Context: an optimization exercise on an open-source flow, tuned for small area. The choices shown serve that exercise and are no tape-out recipe. No activity file was given, so power comes from the tool's default toggle rates.

Setup of JK:
==> flow/design.v <==
package pf_pkg;
    localparam int unsigned ADDR_W = 32;
    localparam int unsigned PAGE_OFFSET_W = 12;
    localparam int unsigned LINE_OFFSET_W = 6;
    localparam int unsigned TAG_W = ADDR_W - PAGE_OFFSET_W;
    localparam int unsigned COUNT_W = 8;
    localparam int unsigned NBLOCKS_RESET = 8;
    typedef logic signed [PAGE_OFFSET_W:0] stride_t;
    typedef enum logic [1:0] {
        TS_INIT,
        TS_STRIDE,
        TS_HIT1,
        TS_HIT2
    } train_state_e;
endpackage
`timescale 1ns/1ps
module stride_prefetcher #(
    parameter int unsigned TABLE_ENTRIES = 8,
    parameter int unsigned FIFO_DEPTH    = 8,
    parameter int unsigned MAX_CREDITS   = 2
) (
    input  logic                       clk_i,
    input  logic                       rst_ni,
    input  logic                       snoop_valid_i,
    input  logic [pf_pkg::ADDR_W-1:0]  snoop_addr_i,
    input  logic                       cfg_valid_i,
    input  logic [pf_pkg::COUNT_W-1:0] cfg_nblocks_i,
    output logic                       req_valid_o,
    output logic [pf_pkg::ADDR_W-1:0]  req_addr_o,
    input  logic                       credit_i
);
    localparam int unsigned NE    = TABLE_ENTRIES;
    localparam int unsigned IDX_W = (NE > 1) ? $clog2(NE) : 1;
    localparam int unsigned VC_W  = $clog2(NE + 1);
    localparam int unsigned ND    = FIFO_DEPTH;
    localparam int unsigned PTR_W = (ND > 1) ? $clog2(ND) : 1;
    localparam int unsigned CNT_W = $clog2(ND + 1);
    localparam int unsigned CRED_W = $clog2(MAX_CREDITS + 1);
    localparam int unsigned TAG_W = pf_pkg::TAG_W;
    localparam int unsigned OFF_W = pf_pkg::PAGE_OFFSET_W;
    localparam int unsigned BASE_W = pf_pkg::ADDR_W - pf_pkg::LINE_OFFSET_W;
    localparam int unsigned NB_W  = pf_pkg::COUNT_W;
    logic [NB_W-1:0] nblocks_q;
    always_ff @(posedge clk_i or negedge rst_ni) begin
        if (!rst_ni) begin
            nblocks_q <= NB_W'(pf_pkg::NBLOCKS_RESET);
        end else if (cfg_valid_i) begin
            nblocks_q <= cfg_nblocks_i;
        end
    end
    logic [VC_W-1:0]  vcnt_q;
    logic [TAG_W-1:0] tag_q [NE];
    logic [OFF_W-1:0] idx_q [NE];
    logic [OFF_W:0]   str_q [NE];
    logic [1:0]       st_q  [NE];
    logic             mru_q [NE][NE];
    logic [TAG_W-1:0] snoop_tag;
    logic [OFF_W-1:0] snoop_idx;
    logic [NE-1:0]    hit_vec;
    logic [NE-1:0]    lru_vec;
    logic [NE-1:0]    free_vec;
    logic [NE-1:0]    sel_vec;
    logic             hit;
    logic             free_found;
    logic [OFF_W-1:0] h_idx;
    logic [OFF_W:0]   h_str;
    logic [1:0]       h_st;
    logic [OFF_W:0]   new_stride;
    logic             stride_match;
    logic [1:0]       new_state;
    logic             emit;
    logic [pf_pkg::ADDR_W-1:0] target_addr;
    logic [OFF_W+1:0] sum2;
    assign snoop_tag  = snoop_addr_i[pf_pkg::ADDR_W-1:OFF_W];
    assign snoop_idx  = snoop_addr_i[OFF_W-1:0];
    assign free_found = (vcnt_q != VC_W'(NE));
    always_comb begin
        for (int i = 0; i < NE; i++) begin
            hit_vec[i]  = (VC_W'(i) < vcnt_q) && (tag_q[i] == snoop_tag);
            free_vec[i] = (vcnt_q == VC_W'(i));
            lru_vec[i]  = 1'b1;
            for (int j = 0; j < NE; j++) begin
                if (j < i) lru_vec[i] = lru_vec[i] & mru_q[j][i];
                if (j > i) lru_vec[i] = lru_vec[i] & !mru_q[i][j];
            end
        end
    end
    assign hit     = |hit_vec;
    assign sel_vec = hit ? hit_vec : (free_found ? free_vec : lru_vec);
    always_comb begin
        h_idx = '0;
        h_str = '0;
        h_st  = '0;
        for (int i = 0; i < NE; i++) begin
            h_idx = h_idx | (idx_q[i] & {OFF_W{hit_vec[i]}});
            h_str = h_str | (str_q[i] & {(OFF_W+1){hit_vec[i]}});
            h_st  = h_st  | (st_q[i]  & {2{hit_vec[i]}});
        end
    end
    assign new_stride   = {1'b0, snoop_idx} - {1'b0, h_idx};
    assign stride_match = ({1'b0, snoop_idx} == h_str) && (snoop_idx != h_idx);
    assign sum2         = {1'b0, snoop_idx, 1'b0} - {2'b00, h_idx};
    always_comb begin
        if (!hit) begin
            new_state = 2'd0;
        end else if (h_st == 2'd0 || !stride_match) begin
            new_state = 2'd1;
        end else begin
            new_state = h_st + 2'd1;
        end
    end
    assign emit = snoop_valid_i && hit && (h_st == 2'd3) && stride_match;
    always_comb begin
        logic up, down, c_inc, c_dec;
        up    = !sum2[OFF_W+1] && sum2[OFF_W];
        down  = sum2[OFF_W+1];
        c_inc = 1'b1;
        c_dec = 1'b1;
        for (int b = 0; b < TAG_W; b++) begin
            target_addr[OFF_W+b] = snoop_tag[b] ^ ((up && c_inc) || (down && c_dec));
            c_inc = c_inc && snoop_tag[b];
            c_dec = c_dec && !snoop_tag[b];
        end
        target_addr[OFF_W-1:0] = sum2[OFF_W-1:0];
    end
    always_ff @(posedge clk_i or negedge rst_ni) begin
        if (!rst_ni) begin
            vcnt_q <= '0;
        end else if (snoop_valid_i && !hit && free_found) begin
            vcnt_q <= vcnt_q + 1'b1;
        end
    end
    always_ff @(posedge clk_i) begin
        for (int i = 0; i < NE; i++) begin
            if (snoop_valid_i && !hit && sel_vec[i]) begin
                tag_q[i] <= snoop_tag;
            end
            if (snoop_valid_i && sel_vec[i]) begin
                idx_q[i] <= snoop_idx;
                str_q[i] <= sum2[OFF_W:0];
                st_q[i]  <= new_state;
            end
            for (int j = i + 1; j < NE; j++) begin
                if (snoop_valid_i && (sel_vec[i] || sel_vec[j])) begin
                    mru_q[i][j] <= sel_vec[i];
                end
            end
        end
    end
    logic [BASE_W-1:0] fb_q [ND];
    logic [OFF_W:0]    fs_q [ND];
    logic [NB_W-1:0]   fn_q [ND];
    logic [PTR_W-1:0]  wptr_q;
    logic [ND-1:0]     rptr_q;      
    logic [ND-1:0]     rptr_next;
    logic [CNT_W-1:0]  cnt_q;
    logic              pend_q;
    logic              full;
    logic              pop;
    logic              rd_adv;
    assign full      = (cnt_q == CNT_W'(ND));
    assign rd_adv    = pop || (pend_q && full);
    assign rptr_next = rd_adv ? {rptr_q[ND-2:0], rptr_q[ND-1]} : rptr_q;
    always_ff @(posedge clk_i or negedge rst_ni) begin
        if (!rst_ni) begin
            wptr_q <= '0;
            rptr_q <= ND'(1);
            cnt_q  <= '0;
            pend_q <= 1'b0;
        end else begin
            pend_q <= emit;
            if (emit) begin
                wptr_q <= wptr_q + 1'b1;
            end
            rptr_q <= rptr_next;
            if (pend_q && !rd_adv) begin
                cnt_q <= cnt_q + 1'b1;
            end else if (rd_adv && !pend_q) begin
                cnt_q <= cnt_q - 1'b1;
            end
        end
    end
    always_ff @(posedge clk_i) begin
        for (int i = 0; i < ND; i++) begin
            if (emit && (wptr_q == PTR_W'(i))) begin
                fb_q[i] <= target_addr[pf_pkg::ADDR_W-1:pf_pkg::LINE_OFFSET_W];
                fs_q[i] <= new_stride;
                fn_q[i] <= nblocks_q;
            end
        end
    end
    logic              busy_q;
    logic              oop_q;
    logic [pf_pkg::ADDR_W-1:0] addr_q;
    logic [OFF_W:0]    stride_q;
    logic [NB_W-1:0]   remain_q;
    logic [CRED_W-1:0] credits_q;
    logic              busy_next;
    logic              last_req;
    logic [OFF_W+1:0]  step;
    assign pop         = !busy_q && (cnt_q != '0);
    assign req_valid_o = busy_q && !oop_q && (credits_q != '0);
    assign req_addr_o  = {addr_q[pf_pkg::ADDR_W-1:pf_pkg::LINE_OFFSET_W], {pf_pkg::LINE_OFFSET_W{1'b0}}};
    assign last_req    = req_valid_o && (remain_q == NB_W'(1));
    assign busy_next   = pop ? (remain_q != '0) : (busy_q && !oop_q && !last_req);
    assign step = {2'b00, addr_q[OFF_W-1:0]} + {stride_q[OFF_W], stride_q};
    always_ff @(posedge clk_i or negedge rst_ni) begin
        if (!rst_ni) begin
            busy_q    <= 1'b0;
            credits_q <= CRED_W'(MAX_CREDITS);
        end else begin
            busy_q    <= busy_next;
            credits_q <= credits_q - CRED_W'(req_valid_o) + CRED_W'(credit_i);
        end
    end
    logic [BASE_W-1:0] head_b;
    logic [OFF_W:0]    head_s;
    logic [NB_W-1:0]   head_n;
    always_comb begin
        head_b = '0;
        head_s = '0;
        head_n = '0;
        for (int i = 0; i < ND; i++) begin
            head_b = head_b | (fb_q[i] & {BASE_W{rptr_next[i]}});
            head_s = head_s | (fs_q[i] & {(OFF_W+1){rptr_next[i]}});
            head_n = head_n | (fn_q[i] & {NB_W{rptr_next[i]}});
        end
    end
    always_ff @(posedge clk_i) begin
        if (!busy_next) begin
            addr_q   <= {head_b, {pf_pkg::LINE_OFFSET_W{1'b0}}};
            stride_q <= head_s;
            remain_q <= head_n;
            oop_q    <= 1'b0;
        end else if (req_valid_o) begin
            addr_q[OFF_W-1:0] <= step[OFF_W-1:0];
            remain_q          <= remain_q - 1'b1;
            oop_q             <= |step[OFF_W+1:OFF_W];
        end
    end
endmodule
export LEC_CHECK = 0
export CAP_MARGIN = 20
export CORE_MARGIN = 2
export CORE_UTILIZATION = 40
export CTS_CLUSTER_DIAMETER = 90
export CTS_CLUSTER_SIZE = 30
export GPL_TIMING_DRIVEN = 0
export SLEW_MARGIN = 20
create_clock -name core_clock -period 10.0 [get_ports {clk_i}]
standard.sh (not shown) runs the stock make flow with config.mk's settings and CLKGATE_MAP_FILE= SYNTH_SCRIPT=/design/flow/synth_recipe.tcl, a recipe that flattens the netlist after the stock synthesis.
==> flow/flow/run.sh <==
#!/bin/bash
# Standard layout, with the port buffers made from the smallest buffer cell, the synthesis
# buffers removed at floorplan (placement is not timing driven) and a clock tree built
# without dummy loads.
set -euo pipefail
export BUFFER_PORTS_ARGS="-buffer_cell sky130_fd_sc_hd__buf_1"
export REMOVE_ABC_BUFFERS=1
export CTS_ARGS="-sink_clustering_enable -repair_clock_nets -sink_clustering_size 30 -sink_clustering_max_diameter 90 -dont_use_dummy_load"
bash standard.sh > standard.log 2>&1
JK completed every stage of the flow, and the final layout passed the timing, DRC and antenna checks.
The following lists how MS was set up differently from JK:
--- a/flow/design.v
+++ b/flow/design.v
@@ -49,11 +49,11 @@
         end
     end
     logic [VC_W-1:0]  vcnt_q;
     logic [TAG_W-1:0] tag_q [NE];
     logic [OFF_W-1:0] idx_q [NE];
-    logic [OFF_W:0]   str_q [NE];
+    logic [OFF_W-1:0] str_q [NE];
     logic [1:0]       st_q  [NE];
     logic             mru_q [NE][NE];
     logic [TAG_W-1:0] snoop_tag;
     logic [OFF_W-1:0] snoop_idx;
     logic [NE-1:0]    hit_vec;
@@ -61,18 +61,19 @@
     logic [NE-1:0]    free_vec;
     logic [NE-1:0]    sel_vec;
     logic             hit;
     logic             free_found;
     logic [OFF_W-1:0] h_idx;
-    logic [OFF_W:0]   h_str;
+    logic [OFF_W-1:0] h_str;
     logic [1:0]       h_st;
     logic [OFF_W:0]   new_stride;
     logic             stride_match;
     logic [1:0]       new_state;
     logic             emit;
     logic [pf_pkg::ADDR_W-1:0] target_addr;
     logic [OFF_W+1:0] sum2;
+    logic             pred_ok;
     assign snoop_tag  = snoop_addr_i[pf_pkg::ADDR_W-1:OFF_W];
     assign snoop_idx  = snoop_addr_i[OFF_W-1:0];
     assign free_found = (vcnt_q != VC_W'(NE));
     always_comb begin
         for (int i = 0; i < NE; i++) begin
@@ -91,21 +92,22 @@
         h_idx = '0;
         h_str = '0;
         h_st  = '0;
         for (int i = 0; i < NE; i++) begin
             h_idx = h_idx | (idx_q[i] & {OFF_W{hit_vec[i]}});
-            h_str = h_str | (str_q[i] & {(OFF_W+1){hit_vec[i]}});
+            h_str = h_str | (str_q[i] & {OFF_W{hit_vec[i]}});
             h_st  = h_st  | (st_q[i]  & {2{hit_vec[i]}});
         end
     end
     assign new_stride   = {1'b0, snoop_idx} - {1'b0, h_idx};
-    assign stride_match = ({1'b0, snoop_idx} == h_str) && (snoop_idx != h_idx);
     assign sum2         = {1'b0, snoop_idx, 1'b0} - {2'b00, h_idx};
-    always_comb begin
-        if (!hit) begin
+    assign stride_match = (h_st != 2'd0) && (snoop_idx == h_str);
+    assign pred_ok      = (sum2[OFF_W+1:OFF_W] == 2'b00) && (snoop_idx != h_idx);
+    always_comb begin
+        if (!hit || !pred_ok) begin
             new_state = 2'd0;
-        end else if (h_st == 2'd0 || !stride_match) begin
+        end else if (!stride_match) begin
             new_state = 2'd1;
         end else begin
             new_state = h_st + 2'd1;
         end
     end
@@ -130,16 +132,14 @@
             vcnt_q <= vcnt_q + 1'b1;
         end
     end
     always_ff @(posedge clk_i) begin
         for (int i = 0; i < NE; i++) begin
-            if (snoop_valid_i && !hit && sel_vec[i]) begin
+            if (snoop_valid_i && sel_vec[i]) begin
                 tag_q[i] <= snoop_tag;
-            end
-            if (snoop_valid_i && sel_vec[i]) begin
                 idx_q[i] <= snoop_idx;
-                str_q[i] <= sum2[OFF_W:0];
+                str_q[i] <= sum2[OFF_W-1:0];
                 st_q[i]  <= new_state;
             end
             for (int j = i + 1; j < NE; j++) begin
                 if (snoop_valid_i && (sel_vec[i] || sel_vec[j])) begin
                     mru_q[i][j] <= sel_vec[i];
[summary]
- Delta (MS minus JK): synthesized-area fraction occupied by ao, oa, aoi and oai cells went down, area of the die went down, minimum setup slack in the final design went up.
- Diff JK -> MS | sequential cell count | down slightly
- MS gives less cell area power density than JK did.
- Part of the power in combinational logic of MS is on par with JK.
- Of JK and MS, MS shows the lower final instance count without filler cells, with JK above it.
- Per the comparison of MS with JK, clock sink total down 8; xor and xnor area share after synthesis saw little to no change; met3 wirelength from detailed routing went up; area overhead of the layout relative to synthesis higher; total power of the final layout now sits lower.
- nand4_1 as the slowest cell on the critical path was reported by MS, and and3_1 by JK.
- MS: full flow OK, the timing, DRC and antenna checks passed
No run of this note included a check of the RTL's function; only the layout flow was run.

==> re-timing with driven ports <==
No port has a modelled driver above. Below, the same layouts with a new extraction and two added sets of constraints. Step 1 assumes that a clkbuf_16 drives the clock port and a buf_2 every other input. Step 2 adds t to the input delays and takes it off the output delays; t is the mean of the earliest and latest rising clock arrival at the registers after step 1. Input paths then give back, and output paths get back, about the clock's delay inside the block. a / b / c = ideal / step 1 / step 2; a / b = the first two.
run | t, ns | setup WS [ns] | slew at the worst register clock pin (ns) | cell pins on the clock port's net
JK | 0.650 | 1.066 / 1.112 / 0.462 | 0.12 / 0.12 | 1
MS | 0.635 | 1.308 / 1.347 / 0.713 | 0.11 / 0.11 | 1
After both steps setup and hold are still met in every run listed. The setup slack of JK, which loses most, moves by +0.046 ns with the drivers and by -0.604 ns with both steps.
